Source: an optimization exercise on an open RTL-to-GDS flow (aim: small area). Production flows keep margins and buffers that such runs may drop. Only simulation tests tie the RTL to the original design; equivalence was not proved. The clock port is modelled as an ideal driver, which makes a skipped or thinned clock tree look cheaper than it is; a real chip needs a root buffer or a tree. Power is estimated from default activity; no workload was simulated.

// la_top
module la_top (
    input  logic       clk,
    input  logic       rst_i,
    input  logic       cmd_req_i,
    input  logic [7:0] cmd_data_i,
    output logic       cmd_ack_o,
    output logic       rsp_req_o,
    output logic [7:0] rsp_data_o,
    input  logic       rsp_ack_i,
    input  logic [16:0] probe_i
);
clock: 8.0 ns
lec_check: 0
cap_margin: 0
core_margin: 2
core_utilization: 60
cts_buf_list: sky130_fd_sc_hd__clkbuf_8
cts_cluster_diameter: 60
cts_cluster_size: 23
slew_margin: 0
standard.sh (not shown) runs the stock make flow with config.mk's settings and CLKGATE_MAP_FILE= SYNTH_SCRIPT=/design/flow/synth_recipe.tcl, a recipe that flattens the netlist after the stock synthesis.
==> flow/flow/run.sh <==
#!/bin/bash
# The standard layout (standard.sh), with these changes:
#  - synthesis maps logic with an area-oriented abc script and without
#    extract_fa (synth_wrap.tcl, abc_area.script); everything else in it is
#    synth_recipe.tcl, and the registers are the standard synthesis's;
#  - CTS adds no dummy loads, and after CTS the branch and leaf clock buffers
#    become inverters (clk_inv.tcl);
#  - ports are buffered with the smallest buffer (the resizer still sizes it).
# Each tool's output goes to its own log here: standard_cts.log and
# standard_finish.log (make, with ORFS's per-step logs under orfs/logs) and
# clk_inv.log (openroad).
set -euo pipefail
export FLOW_SYNTH_TCL="$PWD/synth_recipe.tcl"
export AREA_ABC_SCRIPT="$PWD/flow/abc_area.script"
export CTS_ARGS="-sink_clustering_enable -repair_clock_nets -sink_clustering_size 23 -sink_clustering_max_diameter 60 -buf_list sky130_fd_sc_hd__clkbuf_8 -dont_use_dummy_load"
export GPL_KEEP_OVERFLOW=0
export BUFFER_PORTS_ARGS="-buffer_cell sky130_fd_sc_hd__buf_1"
bash standard.sh SYNTH_SCRIPT="$PWD/flow/synth_wrap.tcl" cts > standard_cts.log 2>&1
R="$PWD/orfs/results/$FLOW_PLATFORM/la_top/base"
PLATFORM_DIR="$FLOW_HOME/platforms/$FLOW_PLATFORM" CTS_ODB="$R/4_cts.odb" CTS_SDC="$R/4_cts.sdc" \
  openroad -no_init -exit flow/clk_inv.tcl > clk_inv.log 2>&1
bash standard.sh SYNTH_SCRIPT="$PWD/flow/synth_wrap.tcl" finish > standard_finish.log 2>&1
Other scripts of this flow, unchanged in this note and not shown: flow/flow/abc_area.script, flow/flow/clk_inv.tcl, flow/flow/synth_wrap.tcl
Change:
--- a/flow/flow/run.sh
+++ b/flow/flow/run.sh
@@ -13,6 +13,6 @@
 export FLOW_SYNTH_TCL="$PWD/synth_recipe.tcl"
 export AREA_ABC_SCRIPT="$PWD/flow/abc_area.script"
-export CTS_ARGS="-sink_clustering_enable -repair_clock_nets -sink_clustering_size 23 -sink_clustering_max_diameter 60 -buf_list sky130_fd_sc_hd__clkbuf_8 -dont_use_dummy_load"
-export GPL_KEEP_OVERFLOW=0
+export CTS_ARGS="-sink_clustering_enable -repair_clock_nets -sink_clustering_size 22 -sink_clustering_max_diameter 60 -buf_list sky130_fd_sc_hd__clkbuf_8 -dont_use_dummy_load"
+export GLOBAL_PLACEMENT_ARGS="-timing_driven_net_reweight_overflow {25 15}"
 export BUFFER_PORTS_ARGS="-buffer_cell sky130_fd_sc_hd__buf_1"
 bash standard.sh SYNTH_SCRIPT="$PWD/flow/synth_wrap.tcl" cts > standard_cts.log 2>&1
--- a/flow/config.mk
+++ b/flow/config.mk
@@ -6,9 +6,10 @@
 export NUM_CORES = 4
 export LEC_CHECK = 0
-export CAP_MARGIN = 0
+export CAP_MARGIN = 20
 export CORE_MARGIN = 2
 export CORE_UTILIZATION = 60
 export CTS_BUF_LIST = sky130_fd_sc_hd__clkbuf_8
 export CTS_CLUSTER_DIAMETER = 60
-export CTS_CLUSTER_SIZE = 23
-export SLEW_MARGIN = 0
+export CTS_CLUSTER_SIZE = 22
+export PLACE_DENSITY = 0.75
+export SLEW_MARGIN = 20
=>
- total power is higher by 0.37%
- synthesized cell count does not change
- die area does not change
- clock skew is higher by 0.0048 ns
- global-route usage is lower by 1.7 points
- routed wire length is lower by 4.8%
- clock power is higher by about 2%
- sequential power barely changes
- cell count is lower by 0.75%
- non-clock buffer count is lower by 31
Change:
--- a/flow/flow/run.sh
+++ b/flow/flow/run.sh
@@ -13,6 +13,5 @@
 export FLOW_SYNTH_TCL="$PWD/synth_recipe.tcl"
 export AREA_ABC_SCRIPT="$PWD/flow/abc_area.script"
-export CTS_ARGS="-sink_clustering_enable -repair_clock_nets -sink_clustering_size 22 -sink_clustering_max_diameter 60 -buf_list sky130_fd_sc_hd__clkbuf_8 -dont_use_dummy_load"
-export GLOBAL_PLACEMENT_ARGS="-timing_driven_net_reweight_overflow {25 15}"
+export CTS_ARGS="-sink_clustering_enable -repair_clock_nets -sink_clustering_size 23 -sink_clustering_max_diameter 60 -buf_list sky130_fd_sc_hd__clkbuf_8 -dont_use_dummy_load"
 export BUFFER_PORTS_ARGS="-buffer_cell sky130_fd_sc_hd__buf_1"
 bash standard.sh SYNTH_SCRIPT="$PWD/flow/synth_wrap.tcl" cts > standard_cts.log 2>&1
--- a/flow/config.mk
+++ b/flow/config.mk
@@ -11,5 +11,5 @@
 export CTS_BUF_LIST = sky130_fd_sc_hd__clkbuf_8
 export CTS_CLUSTER_DIAMETER = 60
-export CTS_CLUSTER_SIZE = 22
+export CTS_CLUSTER_SIZE = 23
 export PLACE_DENSITY = 0.75
 export SLEW_MARGIN = 20
Result: The changed run went through all stages and came out clean. Routed wire length rose by 2.9%. Cell area barely changes. Setup slack gains 0.15 ns.
Change:
--- a/flow/flow/run.sh
+++ b/flow/flow/run.sh
@@ -14,4 +14,5 @@
 export AREA_ABC_SCRIPT="$PWD/flow/abc_area.script"
 export CTS_ARGS="-sink_clustering_enable -repair_clock_nets -sink_clustering_size 23 -sink_clustering_max_diameter 60 -buf_list sky130_fd_sc_hd__clkbuf_8 -dont_use_dummy_load"
+export GPL_KEEP_OVERFLOW=0
 export BUFFER_PORTS_ARGS="-buffer_cell sky130_fd_sc_hd__buf_1"
 bash standard.sh SYNTH_SCRIPT="$PWD/flow/synth_wrap.tcl" cts > standard_cts.log 2>&1
--- a/flow/config.mk
+++ b/flow/config.mk
@@ -12,4 +12,3 @@
 export CTS_CLUSTER_DIAMETER = 60
 export CTS_CLUSTER_SIZE = 23
-export PLACE_DENSITY = 0.75
 export SLEW_MARGIN = 20
Flip-flop and latch count does not change.
Final area grows by 1.5%.
Global-route usage grows by 0.76 points.
Hold slack gains 0.0084 ns.
Setup slack gains 0.28 ns.
Power hardly moves.
Sequential power hardly moves.
Via count shrinks by 0.84%.
Clock-buffer cell count is unchanged.
Die area does not change.
Final cell count stays flat.
In every run of this note, the design's own scripts or RTL, not TritonCTS, make the clock network.

## oak
la_top again, from the RTL that the note above started with.
## la_top
module la_top (
    input  logic       clk,
    input  logic       rst_i,
    input  logic       cmd_req_i,
    input  logic [7:0] cmd_data_i,
    output logic       cmd_ack_o,
    output logic       rsp_req_o,
    output logic [7:0] rsp_data_o,
    input  logic       rsp_ack_i,
    input  logic [16:0] probe_i
);
export LEC_CHECK = 0
export CAP_MARGIN = 20
export CORE_MARGIN = 2
export CORE_UTILIZATION = 60
export CTS_BUF_LIST = sky130_fd_sc_hd__clkbuf_8
export CTS_CLUSTER_DIAMETER = 60
export CTS_CLUSTER_SIZE = 22
export PLACE_DENSITY = 0.75
export SLEW_MARGIN = 20
create_clock -name core_clock -period 8.0 [get_ports {clk}]
==> flow/flow/run.sh <==
#!/bin/bash
# The standard layout (standard.sh), with these changes:
#  - synthesis maps logic with an area-oriented abc script and without
#    extract_fa (synth_wrap.tcl, abc_area.script); everything else in it is
#    synth_recipe.tcl, and the registers are the standard synthesis's;
#  - CTS adds no dummy loads, and after CTS the branch and leaf clock buffers
#    become inverters (clk_inv.tcl);
#  - ports are buffered with the smallest buffer (the resizer still sizes it).
# Each tool's output goes to its own log here: standard_cts.log and
# standard_finish.log (make, with ORFS's per-step logs under orfs/logs) and
# clk_inv.log (openroad).
set -euo pipefail
export FLOW_SYNTH_TCL="$PWD/synth_recipe.tcl"
export AREA_ABC_SCRIPT="$PWD/flow/abc_area.script"
export CTS_ARGS="-sink_clustering_enable -repair_clock_nets -sink_clustering_size 22 -sink_clustering_max_diameter 60 -buf_list sky130_fd_sc_hd__clkbuf_8 -dont_use_dummy_load"
export BUFFER_PORTS_ARGS="-buffer_cell sky130_fd_sc_hd__buf_1"
bash standard.sh SYNTH_SCRIPT="$PWD/flow/synth_wrap.tcl" cts > standard_cts.log 2>&1
R="$PWD/orfs/results/$FLOW_PLATFORM/la_top/base"
PLATFORM_DIR="$FLOW_HOME/platforms/$FLOW_PLATFORM" CTS_ODB="$R/4_cts.odb" CTS_SDC="$R/4_cts.sdc" \
  openroad -no_init -exit flow/clk_inv.tcl > clk_inv.log 2>&1
bash standard.sh SYNTH_SCRIPT="$PWD/flow/synth_wrap.tcl" finish > standard_finish.log 2>&1
Other scripts of this flow, unchanged in this note and not shown: flow/flow/abc_area.script, flow/flow/clk_inv.tcl, flow/flow/synth_wrap.tcl
> inputs changed (oak -> pine)
# oak
export LEC_CHECK = 0
export CAP_MARGIN = 20
export CORE_MARGIN = 2
export CORE_UTILIZATION = 60
export CTS_BUF_LIST = sky130_fd_sc_hd__clkbuf_8
export CTS_CLUSTER_DIAMETER = 60
export CTS_CLUSTER_SIZE = 22
export PLACE_DENSITY = 0.75
export SLEW_MARGIN = 20
create_clock -name core_clock -period 8.0 [get_ports {clk}]
# pine
export LEC_CHECK = 0
export CAP_MARGIN = 20
export CORE_MARGIN = 2
export CORE_UTILIZATION = 66
export CTS_BUF_LIST = sky130_fd_sc_hd__clkbuf_8
export CTS_CLUSTER_DIAMETER = 60
export CTS_CLUSTER_SIZE = 23
export PLACE_DENSITY = 0.85
export SLEW_MARGIN = 20
create_clock -name core_clock -period 8.0 [get_ports {clk}]
diff --git a/flow/flow/run.sh b/flow/flow/run.sh
--- a/flow/flow/run.sh
+++ b/flow/flow/run.sh
@@ -14,3 +14,3 @@
 export AREA_ABC_SCRIPT="$PWD/flow/abc_area.script"
-export CTS_ARGS="-sink_clustering_enable -repair_clock_nets -sink_clustering_size 22 -sink_clustering_max_diameter 60 -buf_list sky130_fd_sc_hd__clkbuf_8 -dont_use_dummy_load"
+export CTS_ARGS="-sink_clustering_enable -repair_clock_nets -sink_clustering_size 23 -sink_clustering_max_diameter 60 -buf_list sky130_fd_sc_hd__clkbuf_8 -dont_use_dummy_load"
 export BUFFER_PORTS_ARGS="-buffer_cell sky130_fd_sc_hd__buf_1"
--- outcome ---
- Relative to oak, placeable core region has gone down in pine.
- pine against oak: routed wirelength normalized by instance count grew by 1.2 um; sum of internal, switching and leakage power held steady.
No run of this note takes its clock network from TritonCTS; it comes from the design's own scripts or RTL.

==> re-timing with driven ports <==
In the flow no input, the clock included, has a driving cell. The finished layouts below were timed again as built, in two steps. Step 1: set_driving_cell puts a clkbuf_16 on clk and a buf_2 on each other input, an assumption about the parent block. Step 2, shift: input delay + t, output delay - t, t = (earliest + latest rising clock arrival at the registers) / 2. This alone moves slack from input paths to output paths. Slacks: no drivers / after step 1 / after step 2; pairs: no drivers / after step 1.
run | t (ns) | slack for setup (ns) | worst slew at a driven data input, ns | cell pins on the clock port's net
the first run of note 1 | 0.727 | 1.502 / 1.440 / 2.167 | 0.13 | 1
the second run of note 1 | 0.729 | 1.215 / 1.157 / 1.886 | 0.11 | 1
the third run of note 1 | 0.722 | 1.361 / 1.309 / 2.031 | 0.14 | 1
the fourth run of note 1 | 0.716 | 1.646 / 1.590 / 2.306 | 0.12 | 1
oak | 0.750 | 1.326 / 1.271 / 2.020 | 0.15 | 1
pine | 0.738 | 1.444 / 1.390 / 2.128 | 0.07 | 1
After both steps every run listed still meets setup and hold.
